This is an optimization exercise on Yosys and OpenROAD, whose aim is small area, a short achievable clock period and few clock cycles per item, not a production implementation.
Only simulation tests tie the RTL to the original design; equivalence was not proved.
Power is estimated from default activity; no workload was simulated.

File: flow/config.mk
export PLATFORM = sky130hd
export DESIGN_NAME = bit_rev_reorder
export DESIGN_NICKNAME = bit_rev_reorder
export VERILOG_FILES = /design/flow/design.v
export SDC_FILE = /design/flow/constraint.sdc
export NUM_CORES = 4
export LEC_CHECK = 0
export CAP_MARGIN = 20
export CORE_MARGIN = 2
export CORE_UTILIZATION = 45
export SLEW_MARGIN = 20
File: flow/constraint.sdc
create_clock -name core_clock -period 5.0 [get_ports {Clk}]
set_input_delay 1.0000 -clock core_clock [delete_from_list [all_inputs] [get_ports {Clk}]]
set_output_delay 1.0000 -clock core_clock [all_outputs]
set_load 0.01 [all_outputs]
File: flow/design.v
module bit_rev_reorder #(
    parameter int LOG2N  = 7,
    parameter int DATA_W = 16
) (
    input  logic              Clk,
    input  logic              reset,
    input  logic              start,
    input  logic              in_valid,
    input  logic [DATA_W-1:0] in_re,
    input  logic [DATA_W-1:0] in_im,
    output logic              out_valid,
    output logic [DATA_W-1:0] out_re,
    output logic [DATA_W-1:0] out_im,
    output logic [LOG2N-1:0]  out_index,
    output logic              busy,
    output logic              tc
);
    localparam int N   = 1 << LOG2N;
    localparam int W   = 2 * DATA_W;
    localparam int GB  = 2;
    localparam int G   = 1 << GB;
    localparam int RB  = LOG2N - GB;
    localparam int R   = 1 << RB;
    localparam int WHB = LOG2N / 2;
    localparam int WLB = LOG2N - WHB;
    function automatic logic [LOG2N-1:0] rev(input logic [LOG2N-1:0] a);
        for (int i = 0; i < LOG2N; i++) rev[i] = a[LOG2N-1-i];
    endfunction
    logic             acc;           
    logic [LOG2N-1:0] acnt;          
    logic             cur_mode;      
    logic             nxt_mode;      
    logic             cur_nat;       
    logic             new_nat;
    logic [LOG2N-1:0] wr_addr;
    assign acc = start & ~busy;
    assign new_nat = 1'b0;
    assign nxt_mode = ~(cur_mode ^ cur_nat);
    assign wr_addr  = cur_mode ? rev(acnt) : acnt;
    always_ff @(posedge Clk or posedge reset) begin
        if (reset) begin
            busy     <= 1'b0;
            acnt     <= '0;
            cur_mode <= 1'b0;
            cur_nat  <= 1'b0;
        end else if (acc) begin
            busy     <= 1'b1;
            acnt     <= '0;
            cur_mode <= nxt_mode;
            cur_nat  <= new_nat;
        end else if (busy && in_valid) begin
            acnt <= acnt + LOG2N'(1);
            if (&acnt) busy <= 1'b0;
        end
    end
    logic [W-1:0]       w_data;
    logic [(1<<WHB)-1:0] w_hi;
    logic [(1<<WLB)-1:0] w_lo;
    logic               w_v;
    logic [LOG2N:0]     mcnt;        
    always_ff @(posedge Clk) begin
        w_data <= {in_re, in_im};
    end
    always_ff @(posedge Clk or posedge reset) begin
        if (reset) begin
            w_v  <= 1'b0;
            w_hi <= '0;
            w_lo <= '0;
        end else begin
            w_v  <= busy & in_valid;
            for (int i = 0; i < (1 << WHB); i++)
                w_hi[i] <= busy & in_valid & (wr_addr[LOG2N-1:WLB] == WHB'(i));
            for (int i = 0; i < (1 << WLB); i++)
                w_lo[i] <= (wr_addr[WLB-1:0] == WLB'(i));
        end
    end
    always_ff @(posedge Clk or posedge reset) begin
        if (reset) begin
            mcnt <= '0;
        end else if (acc) begin
            mcnt <= '0;
        end else if (w_v && !mcnt[LOG2N]) begin
            mcnt <= mcnt + (LOG2N+1)'(1);
        end
    end
    logic [W-1:0] r_mem [N];
    always_ff @(posedge Clk) begin
        for (int r = 0; r < N; r++) begin
            if (w_hi[r >> WLB] && w_lo[r % (1 << WLB)]) r_mem[r] <= w_data;
        end
    end
    logic             rd_act;        
    logic [LOG2N-1:0] rcnt;          
    logic             rorder;        
    logic             rnat;
    logic             rd_cur;        
    logic             pend;          
    logic             p_order;
    logic             p_nat;
    logic [LOG2N-1:0] need;          
    logic [LOG2N-1:0] raddr;
    logic             go;
    logic             take;
    assign need  = rnat ? rcnt : rev(rcnt);
    assign raddr = rorder ? rcnt : rev(rcnt);
    assign go    = rd_act & (~rd_cur | ({1'b0, need} < mcnt));
    assign take  = pend & (~rd_act | (go & (&rcnt)));
    always_ff @(posedge Clk or posedge reset) begin
        if (reset) begin
            rd_act  <= 1'b0;
            rcnt    <= '0;
            rorder  <= 1'b0;
            rnat    <= 1'b0;
            rd_cur  <= 1'b0;
            pend    <= 1'b0;
            p_order <= 1'b0;
            p_nat   <= 1'b0;
        end else begin
            if (take) begin
                rd_act <= 1'b1;
                rcnt   <= '0;
                rorder <= p_order;
                rnat   <= p_nat;
            end else if (go) begin
                rcnt <= rcnt + LOG2N'(1);
                if (&rcnt) rd_act <= 1'b0;
            end
            if (acc) begin
                pend    <= 1'b1;
                p_order <= nxt_mode ^ new_nat;
                p_nat   <= new_nat;
                rd_cur  <= 1'b0;
            end else if (take) begin
                pend   <= 1'b0;
                rd_cur <= 1'b1;
            end
        end
    end
    logic           s0_v;
    logic           s0_tc;
    logic [LOG2N-1:0] s0_idx;
    logic [R-1:0]   s0_row;
    logic [G-1:0]   s0_grp;
    always_ff @(posedge Clk or posedge reset) begin
        if (reset) begin
            s0_v   <= 1'b0;
            s0_tc  <= 1'b0;
            s0_row <= '0;
            s0_grp <= '0;
        end else begin
            s0_v  <= go;
            s0_tc <= go & (&rcnt);
            for (int i = 0; i < R; i++) s0_row[i] <= (raddr[RB-1:0] == RB'(i));
            for (int i = 0; i < G; i++) s0_grp[i] <= (raddr[LOG2N-1:RB] == GB'(i));
        end
    end
    always_ff @(posedge Clk) begin
        s0_idx <= rcnt;
    end
    logic [W-1:0]     s1_word [G];
    logic             s1_v;
    logic             s1_tc;
    logic [LOG2N-1:0] s1_idx;
    logic [G-1:0]     s1_grp;
    logic [W-1:0]     grp_word [G];
    always_comb begin
        for (int g = 0; g < G; g++) begin
            grp_word[g] = '0;
            for (int i = 0; i < R; i++) grp_word[g] = grp_word[g] | ({W{s0_row[i]}} & r_mem[g * R + i]);
        end
    end
    always_ff @(posedge Clk) begin
        for (int g = 0; g < G; g++) s1_word[g] <= grp_word[g];
        s1_idx <= s0_idx;
    end
    always_ff @(posedge Clk or posedge reset) begin
        if (reset) begin
            s1_v   <= 1'b0;
            s1_tc  <= 1'b0;
            s1_grp <= '0;
        end else begin
            s1_v   <= s0_v;
            s1_tc  <= s0_tc;
            s1_grp <= s0_grp;
        end
    end
    logic [W-1:0] out_word;
    always_comb begin
        out_word = '0;
        for (int g = 0; g < G; g++) out_word = out_word | ({W{s1_grp[g]}} & s1_word[g]);
    end
    always_ff @(posedge Clk or posedge reset) begin
        if (reset) begin
            out_valid <= 1'b0;
            tc        <= 1'b0;
        end else begin
            out_valid <= s1_v;
            tc        <= s1_tc;
        end
    end
    always_ff @(posedge Clk) begin
        out_index        <= s1_idx;
        {out_re, out_im} <= out_word;
    end
endmodule
File: flow/run.sh
#!/bin/bash
# synth_recipe.tcl (not shown) runs the flow's synth.tcl, then flattens the netlist and writes it again
# the make line also repeats each setting of config.mk as NAME=value (left out here)
make -C /OpenROAD-flow-scripts/flow DESIGN_CONFIG=/design/flow/config.mk WORK_HOME=/design/flow/orfs CLKGATE_MAP_FILE= SYNTH_SCRIPT=/design/flow/synth_recipe.tcl finish
==> results of run 1 <==
==> registers in the layout (all words and copies together) (netlist names), 4 cells and up <==
name	flops
s1_grp	4
s1_word	128
s0_grp	4
s1_idx	7
out_im	16
out_index	7
w_lo	16
s0_idx	7
s0_row	32
w_data	32
out_re	16
rcnt	7
r_mem	4096
w_hi	8
acnt	7
mcnt	8
==> power by group through the flow <==
stage	sequential (W)	combinational [W]	clock, W
finish	0.0445	0.0110	0.0326
global route	0.0444	0.0113	0.0340
CTS	0.0443	0.0107	0.0326
detailed placement	0.0450	0.0106	0
global placement	0.0450	0.0105	0
floorplan	0.0433	0.00582	0
==> through the flow <==
| stage | power, W | instance area, sq um | std cells | hold slack (ps) | util [%] |
|---|---|---|---|---|---|
| floorplan | 0.0491 | 154000 | 8041 | 310 | - |
| global placement | 0.0555 | 162000 | 12400 | 313 | 47.5 |
| detailed placement | 0.0557 | 162000 | 12400 | 314 | 47.5 |
| CTS | 0.0876 | 176000 | 13300 | 333 | 51.7 |
| global route | 0.0898 | 176000 | 13300 | 341 | 51.7 |
| finish | 0.0881 | 176000 | 13300 | 327 | 51.7 |
==> synthesized netlist by cell type, drive strengths merged <==
library cell	count	area, sq um
edfxtp	4096	123000
a22oi	1600	12000
clkbuf	397	1490
nand3	263	1330
nand4	261	1630
a22o	257	2250
a221oi	256	2240
dfxtp	213	4260
or4	131	983
and2	129	807
dfrtp	99	2480
buf	88	345
nor2	83	312
nand2	48	180
inv	15	56.3
a21oi	12	60.1
nand2b	10	70.1
ha	9	113
xnor2	9	78.8
a31oi	8	50.1
nor3	6	30.0
nor3b	6	50.1
mux2i	5	50.1
nand3b	5	37.5
o21ai	5	25.0
o31ai	5	37.5
mux2	3	37.5
nor2b	3	18.8
or3	3	18.8
a2111oi	2	36.3
a21o	2	15.0
o21a	2	15.0
o311ai	2	35.0
a2bb2oi	1	8.76
and4	1	10.0
o2111ai	1	8.76
o211ai	1	7.51
o31a	1	8.76
o32a	1	10.0
or2	1	6.26
or2b	1	8.76
==> cells by family after synthesis <==
| family | Yosys count | share of synthesized area [%] |
|---|---|---|
| fa+ha+maj | 9 | 0.0730 |
| mux | 8 | 0.0568 |
| compound gates | 2156 | 10.9 |
| simple gates | 951 | 3.56 |
| flops | 4408 | 84.1 |
| xor+xnor | 9 | 0.0511 |
| buf+inv | 500 | 1.23 |
==> final cells by class <==
type	instances	share of cell area, %
antenna	15	0.0213
clock buffer	596	6.79
clock inverter	218	1.23
inverter	15	0.0334
multi-input combinational	3133	12.9
sequential	4408	73.9
tap	4536	3.22
timing repair buffer	351	1.92
==> metal layers <==
layer  global-route usage [%]  part of all wire [%]
met5                        0                0.0029
met4                     13.4                   5.0
met3                     7.19                    14
met2                     48.0                    46
met1                     41.8                    36
==> worst paths after layout <==
check | from | end | depth (start not counted)
max | busy | busy | 1
min | s1_idx[0] | out_index[0] | 0
max reg2reg | s0_row[14] | s1_word[1][30] | 6
min reg2reg | s1_idx[0] | out_index[0] | 0
max in group asynchronous | reset | s1_grp[0] | 3
min in group asynchronous | reset | out_valid | 2
==> run summary, run 1 <==
status complete, no violations; internal power 0.0640 W; Achievable Freq slightly below 0.3 GHz; area of the multi-input gates 22800 sq um; Detailed Routing Iterations Pass 1 8; vias in the first global route approximately 86000; Final min period about 3400 ps; Mapped Area 154000 sq um; CP peak stage delay 730 ps; RSZ-0062 raised after global routing no; most frequent cells in the layout 4096 x edfxtp_1, 1600 x a22oi_1, 438 x clkbuf_16, 262 x nand3_1, 261 x nand4_1; clock root buffer master clkbuf_16; fill count between 20000 and 30000; Crit path max-delay family flip-flops; Yosys Warn Count 4; chip width around 590 microns; max-slew violations 0; number of vias per cell approximately 7; number of max-cap violations 0; Clk Latency, worst-skew pair 1000 ps; count of cell types in the netlist 50; Final setup viols 0; die height between 500 and 600 microns; slowest CP cell dfrtp_1; Remaining DRCs 0; CTS Sinks about 4400; first-pass GRT wire length approximately 730000 microns; gr usage total a little under a third; Detail Placement HPWL ~270000 microns; final period utilization about 67%; Sw Share a little over a quarter; Seq pwr share roughly 51%; NetSw approximately 0.024 W; TritonCTS Buffers 431; Port Buf Inserts 77; initial antenna violation count 27; Buf/Inv on CP 1; setup TNS 0 ps; Post-Syn Area per Cell around 19 sq um; critical path capture point type output pin; Max IR drop VDD between 0.0003 and 0.0004 V; CP Class register to output pin; Vias roughly 91000; Mapped Cells 8041; CP Cell Sequence clkdlybuf4s50_1; Bufs on Longest Clock Path 4; relative slew slack between 10% and 20%; crit path max fanout 5; r2r setup slk around 2100 ps; P per Cell Area around 500 nW/um^2; H-tree depth 5; drt total wl ~550000 microns; Startpoint Class register; Least-Margin Pin Slew 1330 ps; Clock transition at path regs 70 ps; leakage 55.4 nW; CTS hold repair buffers 0; core area approximately 340000 sq um; most common cell after layout, fill and taps aside edfxtp_1; CTS tree yes; clock power share a little under two fifths; Hold Fails Final Rpt 0; I/O pin count just under 80; placer congestion estimate 0.886; Comb power frac between 10% and 20%; Setup WS post-layout ~1600 ps; Crit path required time ~4000 ps; pre-CTS setup slack about 2100 ps; NumNets Final approximately 8400; clk_skew 53.7 ps; syn_nets ~8000; DR iter-0 viols about 17000; die area approximately 350000 sq um; Row Count around 210; area growth from synthesis to layout 14.1%; total grt overflow 0; layout cell share with drive strength beyond 1 around an eighth; Hold Path Class register to register; cts repair resizes 0; WL/cell 41.4 microns; largest net degree at the start of global routing 104; Initial Util roughly 45%; Worst EP arrival ~2400 ps; #FFs+latches synth between 4000 and 5000; # Post-CTS Setup Buffers 0; Register Area about 130000 sq um; Routed Antenna Nets 0; sequential area share after synthesis a little over four fifths
Testbench counts, summed over its fixed seeds: cycles 17,384, frames 128.
==> run 2, diff against run 1 <==
--- a/flow/config.mk
+++ b/flow/config.mk
@@ -9,3 +9,4 @@
 export CORE_MARGIN = 2
 export CORE_UTILIZATION = 45
+export SETUP_SLACK_MARGIN = 2.5
 export SLEW_MARGIN = 20
==> run summary, run 2 <==
Crit path required time about 4000 ps; Largest Register r_mem; H-tree depth 5; most common cell after layout, fill and taps aside edfxtp_1; P per Cell Area roughly 500 nW/um^2; Remaining DRCs 0; registers with the most flip-flops r_mem x4096, s1_word x128; ys flop type edfxtp_1; Detail Placement HPWL between 200000 and 300000 microns; status complete, no violations; Clock transition at path regs approximately 60 ps; CTS tree yes; Register Area around 130000 sq um; final std cells w/o fill approximately 13000; top-area cell type share of the netlist area between 70% and 80%; Hold Fails Final Rpt 0; dpl cells around 12000; I/O pin count 78; die height approximately 600 microns; top-count cell post-synth edfxtp_1; relative slew slack under 10%; largest net degree at the start of global routing 97; Final setup viols 0; core area between 300000 and 400000 sq um; Routed Antenna Nets 0; area growth from synthesis to layout 14.7%; CP Cell Sequence buf_6; crit path max fanout 2; count of cell types in the netlist 50; total grt overflow 0; leakage 56.0 nW; gr usage total between 30% and 40%; TritonCTS Buffers 429; first-pass GRT wire length around 750000 microns; EDFF count, synth between 4000 and 5000; Max IR drop VDD about 0.00033 V; Least-Margin Pin Slew between 1000 and 1500 ps; area of the multi-input gates between 20000 and 25000 sq um; slowest CP cell dfrtp_2; clock root buffer master clkbuf_16; Achievable Freq about 0.38 GHz; sequential area share after synthesis between 80% and 90%; Worst EP arrival between 1500 and 2000 ps; Port Buf Inserts 77; Final min period 2650 ps; WL/cell 42.4 microns; Clk Latency, worst-skew pair 1000 ps; CTS Sinks between 4000 and 5000; chip width a little under 600 microns; number of vias per cell about 7; clk_skew roughly 53 ps; vias in the first global route 85900; max reg flops 4096; Row Count 214; CTS hold repair buffers 0; most frequent cells in the layout 4096 x edfxtp_1, 1600 x a22oi_1, 434 x clkbuf_16, 263 x buf_4, 262 x nand3_1; Buf/Inv on CP 1; CP Class register to output pin; placer congestion estimate approximately 0.88; top cells by area, synth edfxtp_1 80%, a22oi_1 7.8%, dfxtp_1 2.8%; Hold Path Class register to register; Mapped Cells between 8000 and 9000; layout cell share with drive strength beyond 1 14.2%; die area roughly 350000 sq um; Bufs on Longest Clock Path 4; setup TNS 0 ps; #FFs+latches synth about 4400; asr flop ratio synth under 10%; Mapped Area between 150000 and 200000 sq um; Detailed Routing Iterations Pass 1 8; fill count 26600; Yosys top cell by area edfxtp_1; Crit path max-delay family flip-flops; max-slew violations 0; drt total wl between 500000 and 600000 microns; initial antenna violation count 35; NumNets Final approximately 8500; Yosys Warn Count 4; Initial Util a little under half; syn_nets between 8000 and 9000; critical path capture point type output pin; DR iter-0 viols between 15000 and 20000; CP peak stage delay a little over 500 ps; RSZ-0062 raised after global routing yes; final period utilization between 50 and 60%; number of max-cap violations 0; Post-Syn Area per Cell between 15 and 20 sq um; Vias roughly 92000; Startpoint Class register; Post-synth top cells 4096 x edfxtp_1, 1600 x a22oi_1, 396 x clkbuf_1
-- run 2: path summary, 6_finish.rpt --
path                           start          to  slack [ps]  cells after the start
setup / recovery                busy        busy        2350                      1
hold / removal             s0_idx[6]   s1_idx[6]         330                      0
setup reg to reg           s1_grp[0]  out_im[14]        2400                      2
hold reg to reg            s0_idx[6]   s1_idx[6]         330                      0
max in group asynchronous      reset        busy        3730                      3
min in group asynchronous      reset      rd_act         400                      2
-- run 2: repair_timing --
item / CTS / global route
pin swaps: 1 / 0
resized for setup: 201 / 19
gates cloned: 2 / 1
hold endpoints to repair: 0 / 0
setup endpoints to repair: 150 / 42
buffers inserted: 50 / 30
-- run 2: stage by stage --
| step | utilization, % | setup slack [ps] | area [sq um] | power [W] | hold slack, ps |
|---|---|---|---|---|---|
| 2_1_floorplan | - | 2650 | 154000 | 0.0491 | 310 |
| 3_3_place_gp | 47.5 | 1940 | 162000 | 0.0555 | 316 |
| 3_5_place_dp | 47.5 | 2040 | 162000 | 0.0556 | 312 |
| 4_1_cts | 51.8 | 2320 | 176000 | 0.0875 | 330 |
| 5_1_grt | 51.9 | 2330 | 177000 | 0.0900 | 340 |
| 6_report | 51.9 | 2350 | 177000 | 0.0883 | 328 |
-- run 2: layer usage --
metal	track usage (%)	vias up	share of wire (%)
met5	0	-	0.023
met4	14.0	12	5.1
met3	7.60	1345	14
met2	49.4	7976	46
met1	42.3	48300	35
li1	-	34800	-
-- run 2: cell families (layout without fill, tap and decap cells) --
family	Yosys count	count (layout)	share of synthesized area (%)
adders and majority gates	9	9	0.0730
buffers and inverters	500	1260	1.23
AOI/OAI and AO/OA	2156	2156	10.9
xor gates and xnor gates	9	9	0.0511
other	0	13	0
DFF	4408	4408	84.1
and+or+nand+nor	951	951	3.56
muxes	8	8	0.0568
-- run 2: area by class of cell --
cell class              count  share of cell area, %
clock buffers             609                   6.76
flip-flops and latches   4408                   73.5
multi-input cells        3133                   12.9
diodes                     13                 0.0184
well taps                4536                   3.21
repair buffers            439                   2.50
inverters                  15                 0.0340
clock inverters           197                   1.09
-- run 2: power by group --
part | leakage, nW | switching [W] | internal (W)
clock | 6.80 | 0.0139 | 0.0182
sequential | 39.8 | 0.00237 | 0.0418
combinational | 9.31 | 0.00814 | 0.00381
==> run 3, diff against run 2 <==
--- a/flow/design.v
+++ b/flow/design.v
@@ -137,23 +137,19 @@
         end
     end
-    logic           s0_v;
-    logic           s0_tc;
+    logic             s0_v;
+    logic             s0_tc;
     logic [LOG2N-1:0] s0_idx;
-    logic [R-1:0]   s0_row;
-    logic [G-1:0]   s0_grp;
+    logic [N-1:0]     s0_sel;
     always_ff @(posedge Clk or posedge reset) begin
         if (reset) begin
-            s0_v   <= 1'b0;
-            s0_tc  <= 1'b0;
-            s0_row <= '0;
-            s0_grp <= '0;
+            s0_v  <= 1'b0;
+            s0_tc <= 1'b0;
         end else begin
             s0_v  <= go;
             s0_tc <= go & (&rcnt);
-            for (int i = 0; i < R; i++) s0_row[i] <= (raddr[RB-1:0] == RB'(i));
-            for (int i = 0; i < G; i++) s0_grp[i] <= (raddr[LOG2N-1:RB] == GB'(i));
         end
     end
     always_ff @(posedge Clk) begin
+        for (int i = 0; i < N; i++) s0_sel[i] <= (raddr == LOG2N'(i));
         s0_idx <= rcnt;
     end
@@ -162,10 +158,9 @@
     logic             s1_tc;
     logic [LOG2N-1:0] s1_idx;
-    logic [G-1:0]     s1_grp;
     logic [W-1:0]     grp_word [G];
     always_comb begin
         for (int g = 0; g < G; g++) begin
             grp_word[g] = '0;
-            for (int i = 0; i < R; i++) grp_word[g] = grp_word[g] | ({W{s0_row[i]}} & r_mem[g * R + i]);
+            for (int i = 0; i < R; i++) grp_word[g] = grp_word[g] | ({W{s0_sel[g * R + i]}} & r_mem[g * R + i]);
         end
     end
@@ -176,11 +171,9 @@
     always_ff @(posedge Clk or posedge reset) begin
         if (reset) begin
-            s1_v   <= 1'b0;
-            s1_tc  <= 1'b0;
-            s1_grp <= '0;
+            s1_v  <= 1'b0;
+            s1_tc <= 1'b0;
         end else begin
-            s1_v   <= s0_v;
-            s1_tc  <= s0_tc;
-            s1_grp <= s0_grp;
+            s1_v  <= s0_v;
+            s1_tc <= s0_tc;
         end
     end
@@ -188,5 +181,5 @@
     always_comb begin
         out_word = '0;
-        for (int g = 0; g < G; g++) out_word = out_word | ({W{s1_grp[g]}} & s1_word[g]);
+        for (int g = 0; g < G; g++) out_word = out_word | s1_word[g];
     end
     always_ff @(posedge Clk or posedge reset) begin
--- a/flow/config.mk
+++ b/flow/config.mk
@@ -8,5 +8,7 @@
 export CAP_MARGIN = 20
 export CORE_MARGIN = 2
-export CORE_UTILIZATION = 45
+export CORE_UTILIZATION = 55
+export CTS_CLUSTER_DIAMETER = 80
+export CTS_CLUSTER_SIZE = 25
 export SETUP_SLACK_MARGIN = 2.5
 export SLEW_MARGIN = 20
==> run summary, run 3 <==
status complete, no violations; Routed Antenna Nets 0; dpl cell area between 150000 and 200000 sq um; Simple-Gate Fraction of Synth Area 3.90%; TritonCTS Buffers 205; area growth from synthesis to layout 8.11%; placer congestion estimate around 0.87; final std cells w/o fill between 10000 and 15000; Initial Util 55.2%; core area approximately 280000 sq um; number of max-cap violations 0; pre-CTS setup slack about 1600 ps; max-slew violations 0; Bufs on Longest Clock Path 4; I/O pin count slightly below 80; Post-Syn Area per Cell ~19 sq um; Yosys top cell by area edfxtp_1; CP peak stage delay approximately 520 ps; Worst EP arrival around 1700 ps; Setup WS post-layout roughly 2300 ps; fill count ~21000; DR iter-0 viols 18300; largest net degree at the start of global routing between 80 and 90; clk_skew between 50 and 60 ps; ys flop type edfxtp_1; Startpoint Class register; dpl cells ~12000; CP Class register to output pin; Clk Latency, worst-skew pair 960 ps; Remaining DRCs 0; clock root buffer master clkbuf_16; Compound-Gate Fraction of Synth Area 10.5%; P per Cell Area 412 nW/um^2; Mapped Area around 160000 sq um; registers with the most flip-flops r_mem x4096, s0_sel x128, s1_word x128; Mapped Cells ~8000; Final setup viols 0; Synth Area in XOR/XNOR less than 1%; Port Buf Inserts 77; Hold Path Class primary input to async pin; GR peak layer met2; Total Power 0.0693 W; GRT met1 Usage a little over half; Crit path required time roughly 4000 ps; final period utilization 53.1%; largest family of logic cells by synthesized area compound AO/OA/AOI/OAI gates; slowest CP cell dfrtp_2; Yosys Warn Count 4; Max IR drop VDD slightly below 0.0004 V; top cells by area, synth edfxtp_1 79%, a22oi_1 7.4%, dfxtp_1 4.4%; top-area cell type share of the netlist area 79.1%; CTS Sinks 4496; Post-synth top cells 4096 x edfxtp_1, 1536 x a22oi_1, 367 x clkbuf_1; EDFF count, synth approximately 4100; die area around 290000 sq um; CTS tree yes; layout cell share with drive strength beyond 1 a little over a tenth; gr usage total around 38%; Achievable Freq roughly 0.38 GHz; NumNets Final between 8000 and 9000; Detailed Routing Iterations Pass 1 8; most frequent cells in the layout 4096 x edfxtp_1, 1536 x a22oi_1, 293 x buf_4, 264 x nand3_1, 260 x nand4_1; sequential area share after synthesis between 80% and 90%; post-synthesis adder-cell area fraction less than 1%; Final min period between 2000 and 3000 ps; relative slew slack between 10% and 20%; WL/cell 44.8 microns; H-tree depth 4; met3 usage roughly 8.8%; most common cell after layout, fill and taps aside edfxtp_1; vias in the first global route between 80000 and 90000; Register Area roughly 130000 sq um; post-synthesis mux area share less than 1%; Row Count 195; leakage between 50 and 60 nW; final instance area 168000 sq um; RSZ-0062 raised after global routing yes; Clock transition at path regs approximately 100 ps; Vias ~91000; Detail Placement HPWL around 280000 microns; crit path max fanout 2; top-count cell post-synth edfxtp_1; max reg flops between 4000 and 5000; Crit path max-delay family flip-flops; #FFs+latches synth about 4500; critical path capture point type output pin; Buf/Inv on CP 1; setup TNS 0 ps; CP Cell Sequence buf_6; number of vias per cell 7.42; Hold Fails Final Rpt 0; asr flop ratio synth 1.31%; total grt overflow 0; area of the multi-input gates around 23000 sq um; Largest Register r_mem; chip width about 540 microns; Least-Margin Pin Slew between 1000 and 1500 ps; syn_nets a little over 8000; drt total wl around 550000 microns; die height between 500 and 600 microns; first-pass GRT wire length 727000 microns; count of cell types in the netlist 46; met2 usage a little under three fifths; initial antenna violation count 50
## run 3: changes by cell type after synthesis, sizes merged, moves of 40 or more
cell   previous run  this run
dfrtp            99        59
a22oi          1600      1536
nor2             83       181
buf              88        48
dfxtp           213       341
## run 3: repair_timing
action | 4_1_cts | 5_1_grt
pin swaps | 1 | 0
setup endpoints to repair | 43 | 42
buffers inserted | 2 | 0
gates resized for setup | 193 | 9
hold buffers | 0 | 0
## run 3: power by group
part	switching (W)	internal, W	total, W
registers	0.00222	0.0421	0.0443
logic	0.00367	0.00164	0.00531
clock network	0.0115	0.00815	0.0197
## run 3: routing by layer
metal	part of all wire [%]	up-vias	wire, microns
met2	45	7809	249000
met4	4.5	6	24600
met1	36	47600	198000
met3	14	1226	78400
met5	0.0076	-	42
li1	-	34300	-
## run 3: cell type report
type	instances	area share, %
antenna	69	0.103
clock buffer	355	3.50
clock inverter	16	0.0937
inverter	13	0.0290
multi-input combinational	3197	13.6
sequential	4496	78.3
tap	3743	2.78
timing repair buffer	370	1.67
## run 3: worst reg2reg max path, stage by stage (launching register included)
cell     delay [ps]
dfrtp_1         640
and2_2          930
buf_4           580
## run 3: cells by family after synthesis
group,Yosys count
XOR/XNOR,10
AND/OR/NAND/NOR,1079
adder cells (fa/ha/maj),9
multiplexers,7
AO/OA/AOI/OAI,2092
buffers and inverters,428
flip-flops,4496
## run 3: worst paths after layout
path,depth (start not counted),slack (ps),to,start
worst max-delay path,1,2350,busy,busy
worst min-delay path,2,310,s1_v,reset
worst max register to register,2,2440,r_mem[60][20],w_hi[3]
worst min register to register,0,340,s1_idx[0],s0_idx[0]
max in group asynchronous,3,3730,busy,reset
min in group core_clock,0,340,s1_idx[0],s0_idx[0]
## run 3: per-stage QoR
step | utilization [%] | hold slack [ps]
after floorplan | - | 310
final | 59.7 | 309
after global routing | 59.6 | 276
after detailed placement | 57.5 | 312
after CTS | 59.6 | 253
after global placement | 57.5 | 317
Testbench counts of run 3, summed over its fixed seeds: cycles 17,384, frames 128.
==> run 4, diff against run 3 <==
--- a/flow/config.mk
+++ b/flow/config.mk
@@ -8,5 +8,5 @@
 export CAP_MARGIN = 20
 export CORE_MARGIN = 2
-export CORE_UTILIZATION = 55
+export CORE_UTILIZATION = 62
 export CTS_CLUSTER_DIAMETER = 80
 export CTS_CLUSTER_SIZE = 25
==> run summary, run 4 <==
I/O pin count 78; Row Count approximately 180; most common cell after layout, fill and taps aside edfxtp_1; NumNets Final 8316; Yosys Warn Count 4; status complete, no violations; Buf/Inv on CP 1; Initial Util around 62%; first-pass GRT wire length approximately 710000 microns; Hold Slack around 330 ps; sequential area share after synthesis between 80 and 90%; R2R Path Start w_lo[3]; die height 505 microns; Max IR drop VDD approximately 0.00033 V; count of cell types in the netlist 46; largest net degree at the start of global routing between 90 and 100; Largest Register r_mem; Port Buf Inserts between 70 and 80; Mapped Area roughly 160000 sq um; Clk Latency, worst-skew pair between 900 and 1000 ps; final period utilization between 50 and 60%; Detailed Routing Iterations Pass 1 9; DR iter-0 viols around 18000; setup TNS 0 ps; max reg flops 4096; CP peak stage delay 530 ps; EDFF count, synth 4096; Final min period about 2600 ps; placer congestion estimate 0.938; gr usage total between 40% and 50%; hold path cells 0; Vias 90700; area growth from synthesis to layout 7.77%; number of vias per cell between 7 and 8; Routed Antenna Nets 0; top-count cell post-synth edfxtp_1; CTS hold repair buffers 0; r2r endpoint r_mem[99][16]; layout cell share with drive strength beyond 1 9.88%; registers with the most flip-flops r_mem x4096, s0_sel x128, s1_word x128; syn_nets roughly 8200; Reg2Reg Depth 2; relative slew slack between 15 and 20%; total grt overflow 0; #FFs+latches synth 4496; Hold Fails Final Rpt 0; Post-synth top cells 4096 x edfxtp_1, 1536 x a22oi_1, 367 x clkbuf_1; clk_skew 41.1 ps; top cells by area, synth edfxtp_1 79%, a22oi_1 7.4%, dfxtp_1 4.4%; number of max-cap violations 0; Hold Path Class register to register; Final setup viols 0; WL/cell 45.3 microns; critical path capture point type output pin; CTS Sinks between 4000 and 5000; crit path max fanout 5; P per Cell Area about 410 nW/um^2; chip width roughly 500 microns; Achievable Freq about 0.39 GHz; r2r setup slk 2430 ps; Worst EP arrival 1590 ps; CP Class register to output pin; leakage 52.2 nW; core area around 250000 sq um; Bufs on Longest Clock Path 3; TritonCTS Buffers roughly 200; Crit path max-delay family flip-flops; drt total wl approximately 540000 microns; most frequent cells in the layout 4096 x edfxtp_1, 1536 x a22oi_1, 286 x buf_4, 264 x nand3_1, 260 x nand4_1; Total Power roughly 0.069 W; Remaining DRCs 0; die area between 200000 and 300000 sq um; Crit path required time around 4000 ps; initial antenna violation count 54; vias in the first global route 83500; slowest CP cell dfrtp_2; ys flop type edfxtp_1; Detail Placement HPWL between 200000 and 300000 microns; HP Start s1_idx[0]; Startpoint Class register; CP Cell Sequence buf_6; Clock transition at path regs between 100 and 150 ps; top-area cell type share of the netlist area roughly 79%; RSZ-0062 raised after global routing yes; Worst Hold Path EP out_index[0]; Least-Margin Pin Slew ~1200 ps; clock root buffer master clkbuf_16; Post-Syn Area per Cell about 19 sq um; asr flop ratio synth 1.31%; max-slew violations 0; Mapped Cells 8121; H-tree depth 4; Yosys top cell by area edfxtp_1; CTS tree yes
run 4: cell counts after synthesis:
Identical to the previous run, type by type.
run 4: power breakdown:
group,switching (W),internal (W),leakage [nW]
combinational,0.00359,0.00168,8.94
clock,0.0113,0.00802,2.83
sequential,0.00221,0.0421,40.4
total,0.0171,0.0518,52.2
run 4: through the flow:
| stage | utilization (%) | instance area, sq um | instances | setup WS, ps |
|---|---|---|---|---|
| final | 67.3 | 168000 | 11800 | 2410 |
| after global routing | 67.3 | 168000 | 11800 | 2400 |
| after CTS | 67.2 | 167000 | 11800 | 2330 |
| after detailed placement | 64.8 | 162000 | 11400 | 1830 |
| after global placement | 64.8 | 162000 | 11400 | 1420 |
| after floorplan | - | 156000 | 8121 | 2540 |
run 4: cell families (layout without fill, tap and decap cells):
group	after synthesis	count (layout)	share of synthesized area, %
mux	7	7	0.0466
fa+ha+maj	9	9	0.0724
simple gates	1079	1079	3.90
buf+inv	428	745	1.03
other cells	0	56	0
compound gates	2092	2092	10.5
flops	4496	4496	84.4
xor+xnor	10	10	0.0563
run 4: layout make-up:
cell class | count | area, sq um
multi-input cells | 3197 | 22800
fillers | 16500 | 81400
well taps | 3330 | 4170
clock buffers | 353 | 5760
inverters | 13 | 48.8
flip-flops and latches | 4496 | 132000
clock inverters | 15 | 189
diodes | 56 | 140
repair buffers | 364 | 2910
run 4: layer usage:
| layer | GRT usage [%] | up-vias | routed length, microns |
|---|---|---|---|
| li1 | - | 34300 | - |
| met1 | 58.8 | 47100 | 188000 |
| met2 | 62.0 | 8053 | 242000 |
| met3 | 11.3 | 1188 | 80900 |
| met4 | 16.9 | 28 | 25400 |
| met5 | 0 | - | 243 |
run 4: timing repair:
action	CTS	global route
endpoints found under the setup margin	53	54
buffers inserted	0	1
pin swaps	0	1
resized for setup	114	18
run 4: worst max path at each step:
stage	endpoint	depth (start not counted)	startpoint	slack [ps]
after floorplan	acnt[0]	1	reset	2540
after global placement	acnt[3]	5	start	1420
after detailed placement	acnt[3]	5	start	1830
after CTS	out_index[0]	1	out_index[0]	2330
after global routing	out_valid	1	out_valid	2400
final	busy	1	busy	2410
==> run 5, diff against run 4 <==
--- a/flow/design.v
+++ b/flow/design.v
@@ -18,8 +18,4 @@
     localparam int N   = 1 << LOG2N;
     localparam int W   = 2 * DATA_W;
-    localparam int GB  = 2;
-    localparam int G   = 1 << GB;
-    localparam int RB  = LOG2N - GB;
-    localparam int R   = 1 << RB;
     localparam int WHB = LOG2N / 2;
     localparam int WLB = LOG2N - WHB;
@@ -154,32 +150,8 @@
         s0_idx <= rcnt;
     end
-    logic [W-1:0]     s1_word [G];
-    logic             s1_v;
-    logic             s1_tc;
-    logic [LOG2N-1:0] s1_idx;
-    logic [W-1:0]     grp_word [G];
-    always_comb begin
-        for (int g = 0; g < G; g++) begin
-            grp_word[g] = '0;
-            for (int i = 0; i < R; i++) grp_word[g] = grp_word[g] | ({W{s0_sel[g * R + i]}} & r_mem[g * R + i]);
-        end
-    end
-    always_ff @(posedge Clk) begin
-        for (int g = 0; g < G; g++) s1_word[g] <= grp_word[g];
-        s1_idx <= s0_idx;
-    end
-    always_ff @(posedge Clk or posedge reset) begin
-        if (reset) begin
-            s1_v  <= 1'b0;
-            s1_tc <= 1'b0;
-        end else begin
-            s1_v  <= s0_v;
-            s1_tc <= s0_tc;
-        end
-    end
     logic [W-1:0] out_word;
     always_comb begin
         out_word = '0;
-        for (int g = 0; g < G; g++) out_word = out_word | s1_word[g];
+        for (int i = 0; i < N; i++) out_word = out_word | ({W{s0_sel[i]}} & r_mem[i]);
     end
     always_ff @(posedge Clk or posedge reset) begin
@@ -188,10 +160,10 @@
             tc        <= 1'b0;
         end else begin
-            out_valid <= s1_v;
-            tc        <= s1_tc;
+            out_valid <= s0_v;
+            tc        <= s0_tc;
         end
     end
     always_ff @(posedge Clk) begin
-        out_index        <= s1_idx;
+        out_index        <= s0_idx;
         {out_re, out_im} <= out_word;
     end
--- a/flow/config.mk
+++ b/flow/config.mk
@@ -8,5 +8,5 @@
 export CAP_MARGIN = 20
 export CORE_MARGIN = 2
-export CORE_UTILIZATION = 62
+export CORE_UTILIZATION = 55
 export CTS_CLUSTER_DIAMETER = 80
 export CTS_CLUSTER_SIZE = 25
==> run summary, run 5 <==
CTS hold repair buffers 0; dpl cells around 12000; pre-CTS setup slack roughly 1600 ps; Detail Placement HPWL approximately 460000 microns; Yosys top cell by area edfxtp_1; Port Buf Inserts 77; asr flop ratio synth 1.31%; status stopped before the end; TritonCTS Buffers 206; top-area cell type share of the netlist area between 80% and 90%; die height roughly 530 microns; #FFs+latches synth around 4400; Yosys Warn Count 2; Mapped Area 153000 sq um; ys flop type edfxtp_1; Bufs on Longest Clock Path 4; Fail Step global routing (5_1_grt); count of cell types in the netlist 46; stop err [ERROR GRT-0232] Routing congestion too high. Check the congestion heatmap in the GUI.; chip width 531 microns; gr usage total approximately three fifths; largest net degree at the start of global routing 120; Post-Syn Area per Cell 19.6 sq um; CTS Sinks about 4400; total grt overflow 1; clock root buffer master clkbuf_16; syn_nets 7826; EDFF count, synth roughly 4000; I/O pin count 78; Initial Util 55.3%; top-count cell post-synth edfxtp_1; Mapped Cells between 7000 and 8000; Post-synth top cells 4096 x edfxtp_1, 726 x a22o_1, 725 x a221oi_1; top cells by area, synth edfxtp_1 81%, a22o_1 4.2%, a221oi_1 4.2%; sequential area share after synthesis about 84%; Row Count between 150 and 200; placer congestion estimate around 1.0; H-tree depth 4
## run 5: logic make-up after synthesis
family	count (synthesis)	synth area share, %
multiplexers	7	0.0475
flip-flops	4359	84.2
AO/OA/AOI/OAI	2092	11.5
AND/OR/NAND/NOR	876	3.13
adder cells (fa/ha/maj)	9	0.0737
XOR/XNOR	10	0.0574
buffers and inverters	428	1.05
## run 5: timing repair
action,CTS
buffers inserted,192
gates resized for setup,505
endpoints found under the setup margin,1075
cloned,12
pin swaps,47
## run 5: power by group through the flow
| stage | Sequential (W) | Clock (W) | Combinational, W |
|---|---|---|---|
| after CTS | 0.0420 | 0.0194 | 0.00821 |
| after floorplan | 0.0420 | 0 | 0.00291 |
| after detailed placement | 0.0430 | 0 | 0.00733 |
| after global placement | 0.0430 | 0 | 0.00722 |
## run 5: worst min path at each step
stage,cells past startpoint,from,endpoint
after CTS,0,s0_idx[6],out_index[6]
after detailed placement,0,s0_idx[0],out_index[0]
after global placement,0,s0_idx[5],out_index[5]
after floorplan,0,s0_idx[0],out_index[0]
## run 5: metal layers
layer | overflow | track usage, %
met1 | 0 | 66.5
met2 | 0 | 73.5
met3 | 1 | 49.2
met4 | 0 | 53.1
met5 | 0 | 27.9
## run 5: per-stage QoR
stage,area [sq um],hold WS (ps)
CTS,171000,333
detailed placement,161000,312
global placement,161000,316
floorplan,153000,310
Testbench counts of run 5, summed over its fixed seeds: cycles 17,376, frames 128.
==> run 6, diff against run 5 <==
--- a/flow/design.v
+++ b/flow/design.v
@@ -18,6 +18,8 @@
     localparam int N   = 1 << LOG2N;
     localparam int W   = 2 * DATA_W;
-    localparam int WHB = LOG2N / 2;
-    localparam int WLB = LOG2N - WHB;
+    localparam int GB  = 2;
+    localparam int G   = 1 << GB;
+    localparam int RB  = LOG2N - GB;
+    localparam int R   = 1 << RB;
     function automatic logic [LOG2N-1:0] rev(input logic [LOG2N-1:0] a);
         for (int i = 0; i < LOG2N; i++) rev[i] = a[LOG2N-1-i];
@@ -30,5 +32,10 @@
     logic             new_nat;
     logic [LOG2N-1:0] wr_addr;
-    assign acc = start & ~busy;
+    logic             idle;
+    logic             take_in;       
+    logic             ld_end;        
+    assign acc     = start & idle;
+    assign take_in = ~idle & in_valid;
+    assign ld_end  = take_in & (&acnt);
     assign new_nat = 1'b0;
     assign nxt_mode = ~(cur_mode ^ cur_nat);
@@ -37,4 +44,5 @@
         if (reset) begin
             busy     <= 1'b0;
+            idle     <= 1'b1;
             acnt     <= '0;
             cur_mode <= 1'b0;
@@ -42,15 +50,18 @@
         end else if (acc) begin
             busy     <= 1'b1;
+            idle     <= 1'b0;
             acnt     <= '0;
             cur_mode <= nxt_mode;
             cur_nat  <= new_nat;
-        end else if (busy && in_valid) begin
+        end else if (take_in) begin
             acnt <= acnt + LOG2N'(1);
-            if (&acnt) busy <= 1'b0;
+            if (ld_end) begin
+                busy <= 1'b0;
+                idle <= 1'b1;
+            end
         end
     end
     logic [W-1:0]       w_data;
-    logic [(1<<WHB)-1:0] w_hi;
-    logic [(1<<WLB)-1:0] w_lo;
+    logic [N-1:0]       w_en;
     logic               w_v;
     logic [LOG2N:0]     mcnt;        
@@ -60,14 +71,11 @@
     always_ff @(posedge Clk or posedge reset) begin
         if (reset) begin
-            w_v  <= 1'b0;
-            w_hi <= '0;
-            w_lo <= '0;
-        end else begin
-            w_v  <= busy & in_valid;
-            for (int i = 0; i < (1 << WHB); i++)
-                w_hi[i] <= busy & in_valid & (wr_addr[LOG2N-1:WLB] == WHB'(i));
-            for (int i = 0; i < (1 << WLB); i++)
-                w_lo[i] <= (wr_addr[WLB-1:0] == WLB'(i));
-        end
+            w_v <= 1'b0;
+        end else begin
+            w_v <= take_in;
+        end
+    end
+    always_ff @(posedge Clk) begin
+        for (int i = 0; i < N; i++) w_en[i] <= take_in & (wr_addr == LOG2N'(i));
     end
     always_ff @(posedge Clk or posedge reset) begin
@@ -83,5 +91,5 @@
     always_ff @(posedge Clk) begin
         for (int r = 0; r < N; r++) begin
-            if (w_hi[r >> WLB] && w_lo[r % (1 << WLB)]) r_mem[r] <= w_data;
+            if (w_en[r]) r_mem[r] <= w_data;
         end
     end
@@ -150,8 +158,32 @@
         s0_idx <= rcnt;
     end
+    logic [W-1:0]     s1_word [G];
+    logic             s1_v;
+    logic             s1_tc;
+    logic [LOG2N-1:0] s1_idx;
+    logic [W-1:0]     grp_word [G];
+    always_comb begin
+        for (int g = 0; g < G; g++) begin
+            grp_word[g] = '0;
+            for (int i = 0; i < R; i++) grp_word[g] = grp_word[g] | ({W{s0_sel[g * R + i]}} & r_mem[g * R + i]);
+        end
+    end
+    always_ff @(posedge Clk) begin
+        for (int g = 0; g < G; g++) s1_word[g] <= grp_word[g];
+        s1_idx <= s0_idx;
+    end
+    always_ff @(posedge Clk or posedge reset) begin
+        if (reset) begin
+            s1_v  <= 1'b0;
+            s1_tc <= 1'b0;
+        end else begin
+            s1_v  <= s0_v;
+            s1_tc <= s0_tc;
+        end
+    end
     logic [W-1:0] out_word;
     always_comb begin
         out_word = '0;
-        for (int i = 0; i < N; i++) out_word = out_word | ({W{s0_sel[i]}} & r_mem[i]);
+        for (int g = 0; g < G; g++) out_word = out_word | s1_word[g];
     end
     always_ff @(posedge Clk or posedge reset) begin
@@ -160,10 +192,10 @@
             tc        <= 1'b0;
         end else begin
-            out_valid <= s0_v;
-            tc        <= s0_tc;
-        end
-    end
-    always_ff @(posedge Clk) begin
-        out_index        <= s0_idx;
+            out_valid <= s1_v;
+            tc        <= s1_tc;
+        end
+    end
+    always_ff @(posedge Clk) begin
+        out_index        <= s1_idx;
         {out_re, out_im} <= out_word;
     end
--- a/flow/config.mk
+++ b/flow/config.mk
@@ -8,5 +8,5 @@
 export CAP_MARGIN = 20
 export CORE_MARGIN = 2
-export CORE_UTILIZATION = 55
+export CORE_UTILIZATION = 62
 export CTS_CLUSTER_DIAMETER = 80
 export CTS_CLUSTER_SIZE = 25
==> run summary, run 6 <==
status complete, no violations; Yosys top cell by area edfxtp_1; Clk Latency, worst-skew pair 910 ps; CP Cell Sequence buf_6; Detail Placement HPWL between 200000 and 300000 microns; dpl cells 11500; gr usage total between 40% and 50%; count of cell types in the netlist 64; top cells by area, synth edfxtp_1 78%, a22oi_1 9.8%, dfxtp_1 6.0%; slowest CP cell dfrtp_2; die height 508 microns; #FFs+latches synth 4601; # Post-CTS Setup Buffers 0; largest net degree at the start of global routing 97; Clock transition at path regs roughly 90 ps; Final min period between 2000 and 3000 ps; max-slew violations 0; EDFF count, synth slightly above 4000; Row Count around 180; Routed Antenna Nets 0; Mapped Cells a little over 8000; H-tree depth 4; syn_nets slightly above 8000; Final setup viols 0; die area 258000 sq um; Achievable Freq between 0.3 and 0.4 GHz; asr flop ratio synth less than 1%; most common cell after layout, fill and taps aside edfxtp_1; Remaining DRCs 0; Yosys Warn Count 4; Port Buf Inserts between 70 and 80; max reg flops around 4100; ys flop type edfxtp_1; Detailed Routing Iterations Pass 1 6; CTS tree yes; P per Cell Area 414 nW/um^2; Least-Margin Pin Slew ~1200 ps; clk_skew between 30 and 40 ps; top-area cell type share of the netlist area between 70% and 80%; NumNets Final between 8000 and 9000; DR iter-0 viols around 19000; Buf/Inv on CP 1; first-pass GRT wire length between 700000 and 800000 microns; fill count ~17000; drt total wl 544000 microns; top-count cell post-synth edfxtp_1; Vias 92000; final period utilization 50.6%; relative slew slack 21.1%; Max IR drop VDD approximately 0.00041 V; Initial Util roughly 62%; final std cells w/o fill between 10000 and 15000; CP Class register to output pin; Crit path required time around 4000 ps; chip width around 510 microns; setup TNS 0 ps; vias in the first global route around 84000; Largest Register r_mem; total grt overflow 0; RSZ-0062 raised after global routing yes; CP peak stage delay between 400 and 500 ps; Mapped Area 157000 sq um; number of max-cap violations 0; sequential area share after synthesis a little over four fifths; I/O pin count 78; Post-Syn Area per Cell approximately 19 sq um; Hold Fails Final Rpt 0; number of vias per cell between 7 and 8; initial antenna violation count 56; critical path capture point type output pin; Bufs on Longest Clock Path 3; fin util between 60 and 70%; clock root buffer master clkbuf_16; CTS Sinks roughly 4600; layout cell share with drive strength beyond 1 roughly 10%; most frequent cells in the layout 4096 x edfxtp_1, 2049 x a22oi_1, 515 x nand4_1, 280 x buf_4, 276 x nor2_1; Worst EP arrival 1530 ps; Startpoint Class register; area growth from synthesis to layout 7.76%; Post-synth top cells 4096 x edfxtp_1, 2049 x a22oi_1, 515 x nand4_1; Crit path max-delay family flip-flops; core area about 250000 sq um; Hold Path Class register to register; placer congestion estimate roughly 0.88; crit path max fanout 2; WL/cell around 45 microns; leakage approximately 52 nW; TritonCTS Buffers 204
[run 6: cell count changes after synthesis, moves of 46 or more]
cell      before   now
a221oi_1     725     0
a22oi_1      598  2049
nand3_1       81    10
buf_1         49     0
nor2_1       181   276
dfxtp_1      206   469
nand4_1      304   515
a22o_1       726     1
and2_1       130     0
nor4_1        54     0
or4_1          1   161
nor3_1        50     4
[run 6: stage by stage]
stage | setup slack, ps | power (W) | hold WS, ps | cell area [sq um]
after floorplan | 2650 | 0.0472 | 310 | 157000
after global placement | 1860 | 0.0510 | 317 | 163000
after detailed placement | 1880 | 0.0510 | 314 | 163000
after CTS | 2450 | 0.0698 | 335 | 169000
after global routing | 2460 | 0.0715 | 334 | 169000
final | 2470 | 0.0701 | 334 | 170000
[run 6: worst paths after layout]
kind / start / slack (ps) / end / cells past startpoint
worst min register to register: s1_idx[5] / 330 / out_index[5] / 0
worst max register to register: rcnt[5] / 2610 / s0_sel[67] / 4
worst min-delay path: s1_idx[5] / 330 / out_index[5] / 0
min in group asynchronous: reset / 520 / mcnt[3] / 3
max in group asynchronous: reset / 4090 / cur_mode / 3
worst max-delay path: busy / 2470 / busy / 1
[run 6: layout make-up]
| type | instances | area [sq um] | share of cell area, % |
|---|---|---|---|
| inverters | 18 | 67.6 | 0.0399 |
| repair buffers | 357 | 2830 | 1.67 |
| flip-flops and latches | 4601 | 134000 | 78.9 |
| clock buffers | 356 | 5820 | 3.43 |
| diodes | 104 | 260 | 0.154 |
| multi-input cells | 3224 | 22300 | 13.2 |
| clock inverters | 19 | 249 | 0.147 |
| well taps | 3348 | 4190 | 2.47 |
[run 6: kinds of logic (layout without fill, tap and decap cells)]
logic type,Yosys count,count (layout),synth area share [%]
buffers and inverters,432,750,1.07
xor gates and xnor gates,10,10,0.0557
other,0,104,0
muxes,5,5,0.0493
AOI/OAI and AO/OA,2122,2122,10.1
DFF,4601,4601,84.7
and+or+nand+nor,1078,1078,3.92
adders and majority gates,9,9,0.0716
[run 6: what timing repair did]
item                                    4_1_cts  5_1_grt
cloned                                        0        0
resized for setup                           119       13
hold buffers                                  0        0
endpoints found under the setup margin       42       33
[run 6: per-layer routing]
layer / GRT usage, % / wire [microns]
met1: 59.9 / 190000
met2: 62.2 / 244000
met3: 10.8 / 83700
met4: 17.2 / 25300
met5: 0.0741 / 106
[run 6: report_power, final]
part           switching, W  leakage (nW)  internal, W
sequential          0.00196          41.2       0.0428
clock                0.0115          2.90      0.00820
combinational       0.00388          7.72      0.00174
total                0.0173          51.8       0.0528
Testbench counts of run 6, summed over its fixed seeds: cycles 17,384, frames 128.
==> run 7, diff against run 6 <==
--- a/flow/design.v
+++ b/flow/design.v
@@ -43,5 +43,4 @@
     always_ff @(posedge Clk or posedge reset) begin
         if (reset) begin
-            busy     <= 1'b0;
             idle     <= 1'b1;
             acnt     <= '0;
@@ -49,5 +48,4 @@
             cur_nat  <= 1'b0;
         end else if (acc) begin
-            busy     <= 1'b1;
             idle     <= 1'b0;
             acnt     <= '0;
@@ -56,9 +54,9 @@
         end else if (take_in) begin
             acnt <= acnt + LOG2N'(1);
-            if (ld_end) begin
-                busy <= 1'b0;
-                idle <= 1'b1;
-            end
-        end
+            if (ld_end) idle <= 1'b1;
+        end
+    end
+    always_ff @(posedge Clk) begin
+        busy <= ~reset & (acc | (~idle & ~ld_end));
     end
     logic [W-1:0]       w_data;
==> run summary, run 7 <==
die height just over 500 microns; Sw Share about a fifth; Routed Antenna Nets 0; Clock transition at path regs about 90 ps; CP Cell Sequence buf_6; Initial Util between 60% and 70%; NetSw ~0.013 W; Row Count approximately 180; Mapped Cells 8234; status complete, no violations; Max IR drop VDD 0.000405 V; Final setup viols 0; clock root buffer master clkbuf_16; EDFF count, synth 4096; Crit path required time 4000 ps; Crit path max-delay family flip-flops; area growth from synthesis to layout 7.79%; TritonCTS Buffers approximately 200; NumNets Final approximately 8400; Startpoint Class register; Yosys top cell by area edfxtp_1; Clk Latency, worst-skew pair just over 900 ps; sequential area share after synthesis 84.7%; Yosys Warn Count 4; Post-synth top cells 4096 x edfxtp_1, 1536 x a22oi_1, 470 x dfxtp_1; most frequent cells in the layout 4096 x edfxtp_1, 1536 x a22oi_1, 296 x buf_4, 284 x nor2_1, 268 x nand3_1; CP Class register to output pin; CP peak stage delay between 400 and 500 ps; DR iter-0 viols around 18000; Worst Hold Path EP out_index[2]; Post-Syn Area per Cell ~19 sq um; Reg2Reg Depth 5; slowest CP cell dfrtp_2; CTS Sinks between 4000 and 5000; Vias roughly 90000; layout cell share with drive strength beyond 1 about a tenth; number of max-cap violations 0; leakage between 50 and 60 nW; placer congestion estimate between 0.8 and 0.9; metal2 WL around 250000 microns; asr flop ratio synth less than 1%; top sig layer met5; #FFs+latches synth 4601; crit path max fanout 1; drt total wl ~550000 microns; Setup WS post-layout about 2500 ps; clk_skew ~38 ps; Hold Path Class register to register; CTS tree yes; vias in the first global route around 85000; core area ~250000 sq um; metal3 WL 81500 microns; Worst EP arrival about 1500 ps; top-area cell type share of the netlist area slightly below 80%; max reg flops roughly 4100; CTS hold repair buffers 0; I/O pin count 78; gr usage total 42.2%; Hold Fails Final Rpt 0; critical path capture point type output pin; RSZ-0062 raised after global routing yes; relative slew slack roughly 22%; most common cell after layout, fill and taps aside edfxtp_1; Port Buf Inserts between 70 and 80; initial antenna violation count 52; largest net degree at the start of global routing 97; final period utilization between 50 and 60%; Seq pwr share roughly two thirds; WL/cell roughly 46 microns; H-tree depth 4; HP Start s1_idx[2]; P per Cell Area 373 nW/um^2; clock power share a little under a third; top cells by area, synth edfxtp_1 78%, a22oi_1 7.3%, dfxtp_1 6.0%; internal power a little over 0.05 W; Remaining DRCs 0; chip width a little over 500 microns; max-slew violations 0; die area around 260000 sq um; number of vias per cell roughly 7.7; syn_nets about 8300; Detail Placement HPWL 267000 microns; R2R Path Start s0_sel[42]; WL met1 between 150000 and 200000 microns; Comb power frac ~1.5%; Bufs on Longest Clock Path 3; first-pass GRT wire length between 700000 and 800000 microns; pre-CTS setup slack 2050 ps; setup TNS 0 ps; ys flop type edfxtp_1; Total Power approximately 0.063 W; r2r endpoint s1_word[1][22]; Detailed Routing Iterations Pass 1 6; total grt overflow 0; Least-Margin Pin Slew between 1000 and 1500 ps; hold path cells 0; Achievable Freq ~0.4 GHz; r2r setup slk 2560 ps; # Post-CTS Setup Buffers 0; count of cell types in the netlist 51; top-count cell post-synth edfxtp_1; Mapped Area ~160000 sq um; Final min period approximately 2500 ps; Largest Register r_mem; Buf/Inv on CP 1
[run 7: cell types whose count changed after synthesis, sizes merged, moves of 9 or more]
cell	previous run	this run
a22oi	2049	1536
a22o	1	257
nand4	515	262
buf	20	55
a221oi	0	256
o21ai	26	17
nand3	10	268
clkbuf	394	364
[run 7: final cells by class]
class	count	area, sq um
Antenna cell	74	185
Clock buffer	364	5750
Clock inverter	25	333
Fill cell	16600	82300
Inverter	12	45.0
Multi-Input combinational cell	3202	22400
Sequential cell	4601	134000
Tap cell	3348	4190
Timing Repair Buffer	373	2890
[run 7: worst reg2reg max path, cell delays in order, from the launching register on]
cell and delay [ps]:
dfxtp_2 600, buf_4 440, a22o_1 300, a221oi_1 270, nand3_1 170, or4_1 540
[run 7: per-stage QoR]
| stage | cell area [sq um] | std cells | hold WS, ps | utilization [%] |
|---|---|---|---|---|
| 3_5_place_dp | 163000 | 11500 | 312 | 64.9 |
| 5_1_grt | 169000 | 12000 | 350 | 67.3 |
| 4_1_cts | 169000 | 11900 | 344 | 67.3 |
| 3_3_place_gp | 163000 | 11500 | 318 | 64.9 |
| 2_1_floorplan | 157000 | 8234 | 310 | - |
| 6_report | 170000 | 12000 | 347 | 67.3 |
[run 7: how the worst max path moves through the flow]
stage	slack [ps]	start	cells after the start	end
after floorplan	2650	w_data[0]	0	r_mem[0][0]
after global placement	2030	in_valid	7	w_en[121]
after detailed placement	2050	in_valid	7	w_en[123]
after CTS	2260	busy	1	busy
after global routing	2460	out_valid	1	out_valid
final	2490	out_valid	1	out_valid
[run 7: routing by layer]
metal  up-vias  global-route usage (%)
met4        32                    17.7
met2      8082                    64.5
li1      34700                       -
met5         -                       0
met1     47900                    58.5
met3      1265                    11.1
[run 7: power groups by stage]
stage               Sequential, W  Combinational, W  Clock [W]
finish                     0.0426          0.000946     0.0197
global route               0.0426          0.000959     0.0209
CTS                        0.0426          0.000920     0.0197
detailed placement         0.0435          0.000921          0
global placement           0.0434          0.000895          0
floorplan                  0.0435          0.000160          0
[run 7: logic make-up (layout without fill, tap and decap cells)]
logic type / Yosys count / after routing / share of synthesized area [%]
buf+inv: 431 / 774 / 1.04
simple gates: 1077 / 1077 / 3.65
flops: 4601 / 4601 / 84.7
compound gates: 2096 / 2096 / 10.4
mux: 9 / 9 / 0.0605
xor+xnor: 11 / 11 / 0.0613
fa+ha+maj: 9 / 9 / 0.0716
other cells: 0 / 74 / 0
[run 7: timing repair]
| item | 4_1_cts | 5_1_grt |
|---|---|---|
| resized for setup | 130 | 26 |
| pin swaps | 0 | 0 |
| endpoints found under the setup margin | 75 | 50 |
Testbench counts of run 7, summed over its fixed seeds: cycles 17,384, frames 128.
==> run 8, diff against run 7 <==
--- a/flow/config.mk
+++ b/flow/config.mk
@@ -8,7 +8,7 @@
 export CAP_MARGIN = 20
 export CORE_MARGIN = 2
-export CORE_UTILIZATION = 62
+export CORE_UTILIZATION = 68
 export CTS_CLUSTER_DIAMETER = 80
 export CTS_CLUSTER_SIZE = 25
-export SETUP_SLACK_MARGIN = 2.5
+export SETUP_SLACK_MARGIN = 2.6
 export SLEW_MARGIN = 20
==> run summary, run 8 <==
Vias between 90000 and 100k; Detailed Routing Iterations Pass 1 9; Post-Syn Area per Cell between 15 and 20 sq um; Critical Path Stages 1; CP startpoint out_valid; Buf/Inv on CP 1; asr flop ratio synth less than 1%; Sw Share 20.0%; top-count cell post-synth edfxtp_1; Initial Util between 60% and 70%; sequential area share after synthesis 84.7%; TritonCTS Buffers 202; Hold Fails Final Rpt 0; Detail Placement HPWL approximately 260000 microns; number of vias per cell slightly below 8; Final setup viols 0; Worst Hold Path EP out_index[6]; Seq pwr share ~68%; Max IR drop VDD ~0.00038 V; gr usage total between 40% and 50%; core area about 230000 sq um; top cells by area, synth edfxtp_1 78%, a22oi_1 7.3%, dfxtp_1 6.0%; vias in the first global route 85200; status complete, no violations; Worst EP arrival 1500 ps; clock root buffer master clkbuf_16; NetSw about 0.013 W; CP Cell Sequence buf_6; Achievable Freq 0.400 GHz; drt total wl roughly 530000 microns; layout cell share with drive strength beyond 1 about a tenth; critical path capture point type output pin; crit path max fanout 1; hold path cells 0; area of the multi-input gates approximately 22000 sq um; Crit path max-delay family flip-flops; die height 485 microns; top-area cell type share of the netlist area between 70% and 80%; clk_skew between 30 and 40 ps; Clock transition at path regs 100 ps; Mapped Cells slightly above 8000; number of max-cap violations 0; count of cell types in the netlist between 50 and 60; DR iter-0 viols ~19000; H-tree depth 4; Hold Slack ~330 ps; internal power about 0.050 W; r2r setup slk approximately 2500 ps; HP Start s1_idx[6]; WL/cell between 40 and 50 microns; clock power share a little under a third; Mapped Area 157000 sq um; Yosys top cell by area edfxtp_1; R2R Path Start rorder; largest net degree at the start of global routing 107; Register Area 134000 sq um; Comb power frac roughly 1.2%; NumNets Final approximately 8400; max-slew violations 0; Least-Margin Pin Slew approximately 1200 ps; Startpoint Class register; CTS Sinks 4601; I/O pin count 78; Crit path required time 4000 ps; CTS tree yes; Post-synth top cells 4096 x edfxtp_1, 1536 x a22oi_1, 470 x dfxtp_1; most common cell after layout, fill and taps aside edfxtp_1; chip width roughly 480 microns; relative slew slack 20.2%; total grt overflow 0; most frequent cells in the layout 4096 x edfxtp_1, 1536 x a22oi_1, 282 x nor2_1, 268 x nand3_1, 268 x buf_4; Row Count between 150 and 200; CP Class register to output pin; Largest Register r_mem; first-pass GRT wire length 702000 microns; RSZ-0062 raised after global routing yes; Clk Latency, worst-skew pair 930 ps; setup TNS 0 ps; fill count between 10000 and 15000; placer congestion estimate 0.861; leakage ~52 nW; area growth from synthesis to layout 7.42%; final period utilization 50.1%; #FFs+latches synth around 4600; Reg2Reg Depth 3; die area 235000 sq um; Yosys Warn Count 4; CTS hold repair buffers 0; CP peak stage delay between 400 and 500 ps; Routed Antenna Nets 0; Remaining DRCs 0; syn_nets around 8300; initial antenna violation count 49; max reg flops roughly 4100; r2r endpoint s0_sel[33]; Bufs on Longest Clock Path 3; Hold Path Class register to register; EDFF count, synth 4096; ys flop type edfxtp_1; P per Cell Area roughly 370 nW/um^2; Final min period between 2000 and 3000 ps; slowest CP cell dfrtp_1; Port Buf Inserts a little under 80
==> run 8: how the worst max path moves through the flow <==
stage,end,slack (ps)
detailed placement,w_en[58],1790
global route,s0_sel[25],2480
finish,out_valid,2500
CTS,out_valid,2450
floorplan,r_mem[0][0],2650
global placement,w_en[121],1910
==> run 8: layout make-up <==
type	instances	share of cell area, %
Inverter	12	0.0267
Timing Repair Buffer	346	1.61
Clock buffer	365	3.42
Tap cell	3026	2.24
Antenna cell	88	0.130
Sequential cell	4601	79.2
Multi-Input combinational cell	3202	13.3
Clock inverter	14	0.0800
==> run 8: kinds of logic (layout without fill, tap and decap cells) <==
logic type               Yosys count  after routing  synth area share [%]
AO/OA/AOI/OAI                   2096           2096                  10.4
XOR/XNOR                          11             11                0.0613
adder cells (fa/ha/maj)            9              9                0.0716
buffers and inverters            431            737                  1.04
flip-flops                      4601           4601                  84.7
multiplexers                       9              9                0.0605
other                              0             88                     0
AND/OR/NAND/NOR                 1077           1077                  3.65
==> run 8: per-stage QoR <==
stage                     utilization [%]  instance area [sq um]  std cells  total power, W  setup WS [ps]
final                                73.5                 169000      11700          0.0628           2500
after global routing                 73.5                 169000      11600          0.0640           2480
after CTS                            73.4                 169000      11600          0.0626           2450
after detailed placement             70.8                 163000      11200          0.0443           1790
after global placement               70.8                 163000      11200          0.0443           1910
after floorplan                         -                 157000       8234          0.0437           2650
==> run 8: timing repair <==
item                                    4_1_cts  5_1_grt
endpoints found under the setup margin       79       94
gates resized for setup                     233       24
setup buffers                                 0        2
==> run 8: power groups by stage <==
stage / registers, W / logic, W / clock network, W
after floorplan: 0.0435 / 0.000160 / 0
after global placement: 0.0436 / 0.000717 / 0
after detailed placement: 0.0436 / 0.000736 / 0
after CTS: 0.0427 / 0.000737 / 0.0192
after global routing: 0.0428 / 0.000797 / 0.0204
final: 0.0427 / 0.000775 / 0.0193
==> run 8: metal layers <==
layer | share of wire [%] | wire (microns) | track usage (%) | vias up
met3 | 16 | 85300 | 12.4 | 1653
met5 | 0.042 | 218 | 0.225 | -
met4 | 5.9 | 31000 | 21.6 | 22
li1 | - | - | - | 34600
met2 | 45 | 237000 | 67.1 | 9118
met1 | 33 | 172000 | 60.7 | 46500

==> port drivers added, routing unchanged <==
The results above use ideal ports. As a check the final layouts listed here were re-extracted and re-timed, cells and wires unchanged.
Step 1 sets driving cells, clkbuf_16 on the clock port and buf_2 on the other inputs (assumed; they add their load-dependent delay and slew).
Step 2 times the ports against the registers' clock, not the clock port: input delays grow and output delays shrink by t, the midpoint of the rising clock arrivals with the driver on.
Slacks: ideal ports / drivers / drivers and shift; pairs: ideal ports / drivers.
| run | t (ns) | setup slack, ns | worst setup path at the end | latest minus earliest clock arrival (ns) | cell pins on the clock port's net |
|---|---|---|---|---|---|
| run 1 | 1.079 | 1.647 / 1.544 / 2.029 | input to register | 0.061 / 0.061 | 1 |
| run 2 | 1.077 | 2.347 / 2.244 / 2.160 | input to register | 0.060 / 0.060 | 1 |
| run 3 | 1.040 | 2.346 / 2.243 / 1.595 | input to register | 0.064 / 0.063 | 1 |
| run 4 | 0.983 | 2.414 / 2.316 / 1.743 | input to register | 0.044 / 0.044 | 1 |
| run 6 | 0.990 | 2.472 / 2.374 / 1.753 | input to register | 0.044 / 0.043 | 1 |
| run 7 | 0.998 | 2.491 / 2.391 / 1.823 | input to register | 0.042 / 0.043 | 1 |
| run 8 | 1.026 | 2.497 / 2.384 / 1.702 | input to register | 0.036 / 0.036 | 1 |
After both steps every run listed still meets setup and hold. For run 8, which loses most, drivers alone change the setup slack by -0.113 ns; drivers and shift together by -0.795 ns.
